From an optimization exercise on the open Yosys and OpenROAD flow, aimed at a short achievable clock period, few clock cycles per item and low power; shortcuts taken in it are not production practice. Only simulation tests tie the RTL to the original design; equivalence was not proved. Power figures rest on the tool's default switching activity, not on a simulated workload.

==> flow/design.v (excerpt) <==
module riscv_hart_top #(
	parameter logic [XLEN-1:0] RESET_PC = 32'h0000_0000
) (
	input  logic            clock_bus_i,
	input  logic            reset_i,
	output logic [3:0]      exception_bus_o,
	output logic [XLEN-1:0] inst_addr_o,
	output logic            mem_req0_o,
	output logic [XLEN-1:0] mem_add0_o,
	input  logic [XLEN-1:0] mem_data0_i,
	input  logic            mem_done0_i,
	output logic            mem_req1_o,
	output logic            mem_rw1_o,
	output logic [XLEN-1:0] mem_add1_o,
	output logic [XLEN-1:0] mem_data1_o,
	input  logic [XLEN-1:0] mem_data1_i,
	input  logic            mem_done1_i,
	output logic            per_req_o,
	output logic            per_rw_o,
	output logic [XLEN-1:0] per_add_o,
	output logic [XLEN-1:0] per_data_o,
	input  logic [XLEN-1:0] per_data_i
);
For scale: roughly 4300 cells after synthesis, about 300 I/O pins.
==> flow/config.mk <==
export PLATFORM = sky130hd
export DESIGN_NAME = riscv_hart_top
export DESIGN_NICKNAME = riscv_hart_top
export VERILOG_FILES = /design/flow/design.v
export SDC_FILE = /design/flow/constraint.sdc
export NUM_CORES = 4
export LEC_CHECK = 0
export ABC_CLOCK_PERIOD_IN_PS = 3000
export CAP_MARGIN = 30
export CORE_MARGIN = 2
export CORE_UTILIZATION = 40
export CTS_BUF_LIST = sky130_fd_sc_hd__clkbuf_8
export CTS_CLUSTER_DIAMETER = 50
export CTS_CLUSTER_SIZE = 16
export SETUP_SLACK_MARGIN = 5
export SLEW_MARGIN = 30
export TNS_END_PERCENT = 20
==> flow/constraint.sdc <==
create_clock -name core_clock -period 9.0 [get_ports {clock_bus_i}]
set_input_delay 1.8000 -clock core_clock [delete_from_list [all_inputs] [get_ports {clock_bus_i}]]
set_output_delay 1.8000 -clock core_clock [all_outputs]
set_load 0.01 [all_outputs]
run.sh (not shown) runs the stock make flow with config.mk's settings and CLKGATE_MAP_FILE= SYNTH_SCRIPT=/design/flow/synth_recipe.tcl, a recipe that flattens the netlist after the stock synthesis.
The baseline went through all stages and came out clean.
Testbench counts at the start, summed over its fixed seeds: cycles 31,480, instrs 15,403.
Then changed:
==> flow/flow/run.sh (new file) <==
#!/bin/bash
set -euo pipefail
sed -e 's/SETUP_SLACK_MARGIN=[0-9.]*/SETUP_SLACK_MARGIN=5.5 BUFFER_PORTS_ARGS="-buffer_cell sky130_fd_sc_hd__buf_2"/' standard.sh > standard_custom.sh
grep -c BUFFER_PORTS_ARGS standard_custom.sh
bash standard_custom.sh > standard.log 2>&1
==> flow/standard.sh (new file) <==
#!/bin/bash
# synth_recipe.tcl (not shown) runs the flow's synth.tcl, then flattens the netlist and writes it again
# the make line also repeats each setting of config.mk as NAME=value (left out here)
make -C /OpenROAD-flow-scripts/flow DESIGN_CONFIG=/design/flow/config.mk WORK_HOME=/design/flow/orfs CLKGATE_MAP_FILE= SYNTH_SCRIPT=/design/flow/synth_recipe.tcl "${@:-finish}"
--- a/flow/config.mk
+++ b/flow/config.mk
@@ -17 +16,0 @@
-export TNS_END_PERCENT = 20
removed: flow/run.sh
The new run went through all stages and came out clean.
Critical path depth is higher by 10.
Cell area is higher by 2.5%.
Total power is higher by 5.3%.
Maximum frequency is higher by 0.97%.
Die area is unchanged.
Area after synthesis does not change.
Routed wire length is higher by 3.0%.
Synthesized cell count does not change.
Sequential power barely changes.
Non-clock buffer count is higher by 169.
Register-to-register slack is better by 0.29 ns.

---

== v46 ==
riscv_hart_top, a different RTL version from the one above (not shown whole).
Size in the first run: about 1300 flip-flops, ~300 I/O pins.
make LEC_CHECK=0 ABC_CLOCK_PERIOD_IN_PS=3000 CAP_MARGIN=20 CORE_MARGIN=2 CORE_UTILIZATION=40 SETUP_SLACK_MARGIN=5 SLEW_MARGIN=20 finish   # period 9.0 ns
Stock flow here: none of the scripts above is used.
Testbench counts of v46, summed over its fixed seeds: cycles 33,204, instrs 15,403.
Here is what was changed in the inputs of v8 compared with v46.
Settings: removing ABC_CLOCK_PERIOD_IN_PS (formerly 3000); removing SETUP_SLACK_MARGIN (formerly 5).
==> run summary <==
NOTE: setup slack in v8 falls short of that of v46
v8 vs. v46: critical path required time went down by 0.11 ns.
On static leakage power: between v8 and v46, it ends up higher for v46.
Changes observed in v8 relative to v46: power of the combinational group shrank by 11%; routed wire length on met2 shows a reduction of 4.1%; cell area after layout went down; utilization fell 1.4 points.
> inputs changed (v8 -> v37)
Settings: an added CTS_CLUSTER_SIZE of 10; an added ABC_CLOCK_PERIOD_IN_PS of 3000; an added SETUP_SLACK_MARGIN of 5; an added CTS_CLUSTER_DIAMETER of 40; an added CTS_BUF_LIST of sky130_fd_sc_hd__clkbuf_4; a change of CORE_UTILIZATION from 40 to 60.
--- outcome ---
v8: done, clean on timing, DRC and antenna. Final checks on v37, whose flow otherwise completed, came back failing, citing capacitance limit, slew limit. Delta (v37 minus v8): post-route clock period utilization now smaller; worst setup slack now larger; final critical-path required period now smaller; post-layout utilization of the core now larger. For area of the die, dividing the value from v8 by the value from v37 gives 1.5. The detailed-router iteration count before antenna repair number comes out lower for v8 vs v37. v8 -> v37: sequential cell area flat. In v37, worst slew margin relative to its limit is lower than in v8. Taking v8 as the reference, in v37 combinational group share of total power moved up; total power after layout went down about 9%; relative contribution of the clock network to total power decreased by 9.4 points relative to the old numbers.

==> afterwards: timing with drivers on the ports <==
Ports are ideal in the flow. The routed layouts listed here were re-timed in OpenROAD.
Step 1, drivers: a clkbuf_16 drives clock_bus_i and a buf_2 each remaining input, both assumed.
Step 2, shift: input delay + t, output delay - t, t = (earliest + latest rising clock arrival at the registers) / 2. This alone moves slack from input paths to output paths.
Slacks: ideal ports / drivers / drivers and shift; pairs: ideal ports / drivers.
run	shift t [ns]	setup slack, ns	worst setup path at the end	worst register clock-pin slew, ns	cell pins on the clock port's net
the first run of note 1	0.993	4.882 / 4.821 / 3.928	input to register	0.10 / 0.10	1
the second run of note 1	0.978	4.921 / 4.950 / 3.972	input to register	0.11 / 0.11	1
v46	0.887	4.981 / 4.981 / 4.426	input to register	0.07 / 0.07	1
v8	0.875	4.001 / 4.001 / 4.001	register to register	0.07 / 0.07	1
v37	1.244	4.856 / 4.856 / 4.239	input to register	0.12 / 0.12	1
For the first run of note 1, which loses most, drivers alone change the setup slack by -0.061 ns; drivers and shift together by -0.954 ns.
